What follows belongs to an exercise in optimizing a design on an open flow for small area and a short achievable clock period; a production flow would make more cautious choices. In this exercise RTL edits were held to simulation tests only and were not proved equivalent to the original. Power figures rest on the tool's default switching activity, not on a simulated workload. The flow treats the clock pin as an ideal source, which a real chip does not have.

Setup of run A:
==> flow/design.v <==
package sobel_pkg;
  localparam int DATA_W_DEF = 8;
  localparam int GRAD_W     = DATA_W_DEF + 3;
  localparam int MAX_PIX    = (1 << DATA_W_DEF) - 1;
  localparam int K_EDGE   = 1;
  localparam int K_CENTRE = 2;
endpackage
module sobel_line_buffer #(
  parameter int DEPTH  = 128,
  parameter int DATA_W = 8
) (
  input  logic                         clk,
  input  logic                         en,
  input  logic [DATA_W-1:0]            din,
  output logic [DEPTH-1:0][DATA_W-1:0] taps
);
  logic [DEPTH-1:0][DATA_W-1:0] sr_q;
  assign taps = sr_q;
  always_ff @(posedge clk) begin
    if (en) sr_q <= {sr_q[DEPTH-2:0], din};
  end
endmodule
import sobel_pkg::*;
module sobel_3x3 #(
  parameter int IMG_WIDTH  = 128,
  parameter int IMG_HEIGHT = 128,
  parameter int DATA_W     = DATA_W_DEF
) (
  input  logic              clk,
  input  logic              rst_n,
  input  logic              valid_in,
  input  logic [DATA_W-1:0] pixel_in,
  output logic              valid_out,
  output logic [DATA_W-1:0] pixel_out,
  output logic              eof_out
);
  localparam int CW    = $clog2(IMG_WIDTH);
  localparam int RW    = $clog2(IMG_HEIGHT);
  localparam int NST   = 5;                   
  localparam int HW    = DATA_W - 1;          
  logic              acc;
  logic [CW-1:0]     col_q;
  logic [RW-1:0]     row_q;
  logic              last_col, last_row, win_ok;
  logic [IMG_WIDTH-1:0][DATA_W-1:0]   lb1;
  logic [IMG_WIDTH+1:0][DATA_W-1:0]   lb2;
  logic [2:0][DATA_W-1:0] w_t, w_m, w_b;
  logic [NST:1]      v_q, eof_q;
  logic [DATA_W:0]   u1_q, v1_q, w1_q, x1_q;          
  logic [DATA_W+1:0] ya2_q, yb2_q;                    
  logic [DATA_W:0]   u2_q;
  logic [DATA_W+2:0] a3_q, b3_q;                      
  logic              sat4_q;                           
  logic [HW-1:0]     ma4_q, mb4_q;
  logic [DATA_W-1:0] pix_q;                            
  logic              sat_a, sat_b;
  logic [HW-1:0]     ma, mb, mx;
  sobel_line_buffer #(.DEPTH(IMG_WIDTH), .DATA_W(DATA_W)) u_lb1 (
    .clk  (clk),
    .en   (valid_in),
    .din  (pixel_in),
    .taps (lb1)
  );
  sobel_line_buffer #(.DEPTH(IMG_WIDTH + 2), .DATA_W(DATA_W)) u_lb2 (
    .clk  (clk),
    .en   (valid_in),
    .din  (lb1[IMG_WIDTH-1]),
    .taps (lb2)
  );
  assign w_b = {pixel_in, lb1[0], lb1[1]};
  assign w_m = {lb1[IMG_WIDTH-1], lb2[0], lb2[1]};
  assign w_t = {lb2[IMG_WIDTH-1], lb2[IMG_WIDTH], lb2[IMG_WIDTH+1]};
  assign last_col = (col_q == CW'(IMG_WIDTH - 1));
  assign last_row = (row_q == RW'(IMG_HEIGHT - 1));
  assign acc      = rst_n && valid_in;
  assign win_ok   = acc && (row_q >= RW'(2)) && (col_q >= CW'(2));
  assign sat_a = ~((a3_q[DATA_W+2:HW] == '0) ||
                   ((a3_q[DATA_W+2:HW] == '1) && (a3_q[HW-1:0] != '0)));
  assign sat_b = ~((b3_q[DATA_W+2:HW] == '0) ||
                   ((b3_q[DATA_W+2:HW] == '1) && (b3_q[HW-1:0] != '0)));
  assign ma = a3_q[DATA_W+2] ? HW'(-a3_q[HW-1:0]) : a3_q[HW-1:0];
  assign mb = b3_q[DATA_W+2] ? HW'(-b3_q[HW-1:0]) : b3_q[HW-1:0];
  assign mx = (ma4_q > mb4_q) ? ma4_q : mb4_q;
  always_ff @(posedge clk) begin
    u1_q   <= {1'b0, w_m[2]} - {1'b0, w_m[0]};
    v1_q   <= {1'b0, w_b[2]} - {1'b0, w_t[0]};
    w1_q   <= {1'b0, w_b[1]} - {1'b0, w_t[1]};
    x1_q   <= {1'b0, w_t[2]} - {1'b0, w_b[0]};
    ya2_q  <= {v1_q[DATA_W], v1_q} + {w1_q[DATA_W], w1_q};
    yb2_q  <= {x1_q[DATA_W], x1_q} - {w1_q[DATA_W], w1_q};
    u2_q   <= u1_q;
    a3_q   <= {ya2_q[DATA_W+1], ya2_q} + {{2{u2_q[DATA_W]}}, u2_q};
    b3_q   <= {yb2_q[DATA_W+1], yb2_q} + {{2{u2_q[DATA_W]}}, u2_q};
    sat4_q <= sat_a | sat_b;
    ma4_q  <= ma;
    mb4_q  <= mb;
    pix_q  <= sat4_q ? {DATA_W{1'b1}} : {mx, 1'b0};
  end
  always_ff @(posedge clk) begin
    if (!rst_n) begin
      col_q <= '0;
      row_q <= '0;
      v_q   <= '0;
      eof_q <= '0;
    end else begin
      if (valid_in) begin
        if (last_col) begin
          col_q <= '0;
          row_q <= last_row ? '0 : row_q + RW'(1);
        end else begin
          col_q <= col_q + CW'(1);
        end
      end
      v_q   <= {v_q[NST-1:1], win_ok};
      eof_q <= {eof_q[NST-1:1], win_ok && last_row && last_col};
    end
  end
  assign valid_out = v_q[NST];
  assign pixel_out = pix_q;
  assign eof_out   = eof_q[NST];
endmodule
Settings: LEC_CHECK=0, ABC_CLOCK_PERIOD_IN_PS=1500, CAP_MARGIN=20, CORE_MARGIN=2, CORE_UTILIZATION=75, CTS_BUF_LIST=sky130_fd_sc_hd__clkbuf_16, CTS_CLUSTER_DIAMETER=100, CTS_CLUSTER_SIZE=30, SETUP_SLACK_MARGIN=2.9, SLEW_MARGIN=20; clock period 5.0 ns.
run.sh (not shown) runs the stock make flow with config.mk's settings and CLKGATE_MAP_FILE= SYNTH_SCRIPT=/design/flow/synth_recipe.tcl, a recipe that flattens the netlist after the stock synthesis.
Having completed the whole flow, run A delivered a layout that passed the timing, DRC and antenna checks.
Changes in run B relative to run A:
Settings: CTS_CLUSTER_SIZE now 25, was 30; SETUP_SLACK_MARGIN now 3.0, was 2.9; CORE_UTILIZATION now 70, was 75.
==> flow/flow/run.sh (new file) <==
#!/bin/bash
# Own layout flow: the standard flow (standard.sh) unchanged except for the
# clock tree synthesis arguments: larger sink clusters on clkbuf_16 leaves,
# full use of the leaf buffer's max capacitance, and no dummy loads.
# make's output goes to standard_finish.log; each ORFS step logs under orfs/logs.
set -euo pipefail
export CTS_ARGS="-sink_clustering_enable -repair_clock_nets -buf_list sky130_fd_sc_hd__buf_12 -sink_clustering_size 30 -sink_clustering_max_diameter 100 -sink_buffer_max_cap_derate 1.0 -dont_use_dummy_load"
bash standard.sh finish > standard_finish.log 2>&1
==> flow/standard.sh (new file) <==
#!/bin/bash
# synth_recipe.tcl (not shown) runs the flow's synth.tcl, then flattens the netlist and writes it again
# the make line also repeats each setting of config.mk as NAME=value (left out here)
make -C /OpenROAD-flow-scripts/flow DESIGN_CONFIG=/design/flow/config.mk WORK_HOME=/design/flow/orfs CLKGATE_MAP_FILE= SYNTH_SCRIPT=/design/flow/synth_recipe.tcl "${@:-finish}"
removed: flow/run.sh
==> comparison <==
- Met3 wire length delta for run B relative to run A: 21% lower
- Compared to run A, run B reaches a higher achievable clock.
- Storage element area of run A is on par with run B.
- Run B against run A: met2 wire length now sits lower; transition at the pin with the smallest max-transition slack saw an increase; data arrival time of the worst path moved down; utilization after layout now sits lower.
- Between run B and run A, it is run B whose first-iteration DRC count is lower, by 15%.
Modified inputs, run C compared to run B
-- flow/flow/run.sh --
<<< run B, line 6
set -euo pipefail
export CTS_ARGS="-sink_clustering_enable -repair_clock_nets -buf_list sky130_fd_sc_hd__buf_12 -sink_clustering_size 30 -sink_clustering_max_diameter 100 -sink_buffer_max_cap_derate 1.0 -dont_use_dummy_load"
bash standard.sh finish > standard_finish.log 2>&1
>>> run C, line 6
set -euo pipefail
export CTS_ARGS="-sink_clustering_enable -repair_clock_nets -buf_list sky130_fd_sc_hd__buf_12 -sink_clustering_size 25 -sink_clustering_max_diameter 80 -sink_buffer_max_cap_derate 1.0 -dont_use_dummy_load"
bash standard.sh finish > standard_finish.log 2>&1
--- outcome ---
- Clock power up 8.3% in run C wrt run B
- Compared with run B, static leakage power in run C increased slightly.
- In the tables for run B and run C, worst setup slack reads lower with run C.
- Cell count in run C is 14 above run B.
- Compared with run B, in run C overall power after layout has increased; number of antenna violations at the first check in global routing moved down; layout buffer count excluding clock buffers fell 1; total wire length grew by 0.34%.

---

RTL: the design.v shown in full above, as it stands there.
export LEC_CHECK = 0
export ABC_CLOCK_PERIOD_IN_PS = 1500
export CAP_MARGIN = 20
export CORE_MARGIN = 2
export CORE_UTILIZATION = 80
export CTS_BUF_LIST = sky130_fd_sc_hd__clkbuf_16
export CTS_CLUSTER_DIAMETER = 100
export CTS_CLUSTER_SIZE = 30
export SETUP_SLACK_MARGIN = 3.0
export SLEW_MARGIN = 20
create_clock -name core_clock -period 5.0 [get_ports {clk}]
Stock flow here: none of the scripts above is used.
The baseline died in detailed placement (3_5_place_dp) (DPL-0033).
==> next run, changes <==
==> flow/flow/run.sh (new file) <==
#!/bin/bash
# Own layout flow: the standard flow (standard.sh) unchanged except for the
# clock tree synthesis arguments: larger sink clusters on clkbuf_16 leaves,
# full use of the leaf buffer's max capacitance, and no dummy loads.
# make's output goes to standard_finish.log; each ORFS step logs under orfs/logs.
set -euo pipefail
export CTS_ARGS="-sink_clustering_enable -repair_clock_nets -buf_list sky130_fd_sc_hd__buf_12 -sink_clustering_size 30 -sink_clustering_max_diameter 80 -sink_buffer_max_cap_derate 1.0 -dont_use_dummy_load"
bash standard.sh finish > standard_finish.log 2>&1
==> flow/standard.sh (new file) <==
#!/bin/bash
# synth_recipe.tcl (not shown) runs the flow's synth.tcl, then flattens the netlist and writes it again
# the make line also repeats each setting of config.mk as NAME=value (left out here)
make -C /OpenROAD-flow-scripts/flow DESIGN_CONFIG=/design/flow/config.mk WORK_HOME=/design/flow/orfs CLKGATE_MAP_FILE= SYNTH_SCRIPT=/design/flow/synth_recipe.tcl "${@:-finish}"
Settings changed: CORE_UTILIZATION 80 to 70, CTS_CLUSTER_SIZE 30 to 25.
removed: flow/run.sh
=> The new run finished with timing, DRC and antenna clean. Synthesized cell count is unchanged. Area after synthesis does not change.
==> next run, changes <==
--- a/flow/flow/run.sh
+++ b/flow/flow/run.sh
@@ -6,3 +6,3 @@
 set -euo pipefail
-export CTS_ARGS="-sink_clustering_enable -repair_clock_nets -buf_list sky130_fd_sc_hd__buf_12 -sink_clustering_size 30 -sink_clustering_max_diameter 80 -sink_buffer_max_cap_derate 1.0 -dont_use_dummy_load"
+export CTS_ARGS="-sink_clustering_enable -repair_clock_nets -buf_list sky130_fd_sc_hd__clkbuf_16 -sink_clustering_size 30 -sink_clustering_max_diameter 80 -sink_buffer_max_cap_derate 1.0 -dont_use_dummy_load"
 bash standard.sh finish > standard_finish.log 2>&1
Settings changed: CORE_UTILIZATION 70 to 74.
=> Global-route usage climbs by 3.3 points. Worst setup slack got worse by 0.14 ns. Cell count drops by 0.38%.

==> what the ideal ports hide <==
The results above use ideal ports. As a check the final layouts listed here were re-extracted and re-timed, cells and wires unchanged.
Step 1, drivers: a clkbuf_16 drives clk and a buf_2 each remaining input, both assumed.
Step 2 also shifts input and output timing later by t, the mid clock arrival at the registers, as if the neighbouring blocks saw the same clock.
Three values: ideal, step 1, step 2; two values: the first two.
| run | shift t [ns] | slack for setup (ns) | pins driven straight from the clock port |
|---|---|---|---|
| run A | 0.748 | 2.779 / 2.715 / 2.160 | 1 |
| run B | 0.662 | 2.939 / 2.870 / 2.251 | 1 |
| run C | 0.682 | 2.915 / 2.843 / 2.195 | 1 |
| the second run of note 2 | 0.659 | 2.937 / 2.868 / 2.292 | 1 |
| the third run of note 2 | 0.728 | 2.799 / 2.734 / 2.209 | 1 |
After both steps every run listed still meets setup and hold. For run C, which loses most, drivers alone change the setup slack by -0.072 ns; drivers and shift together by -0.720 ns.
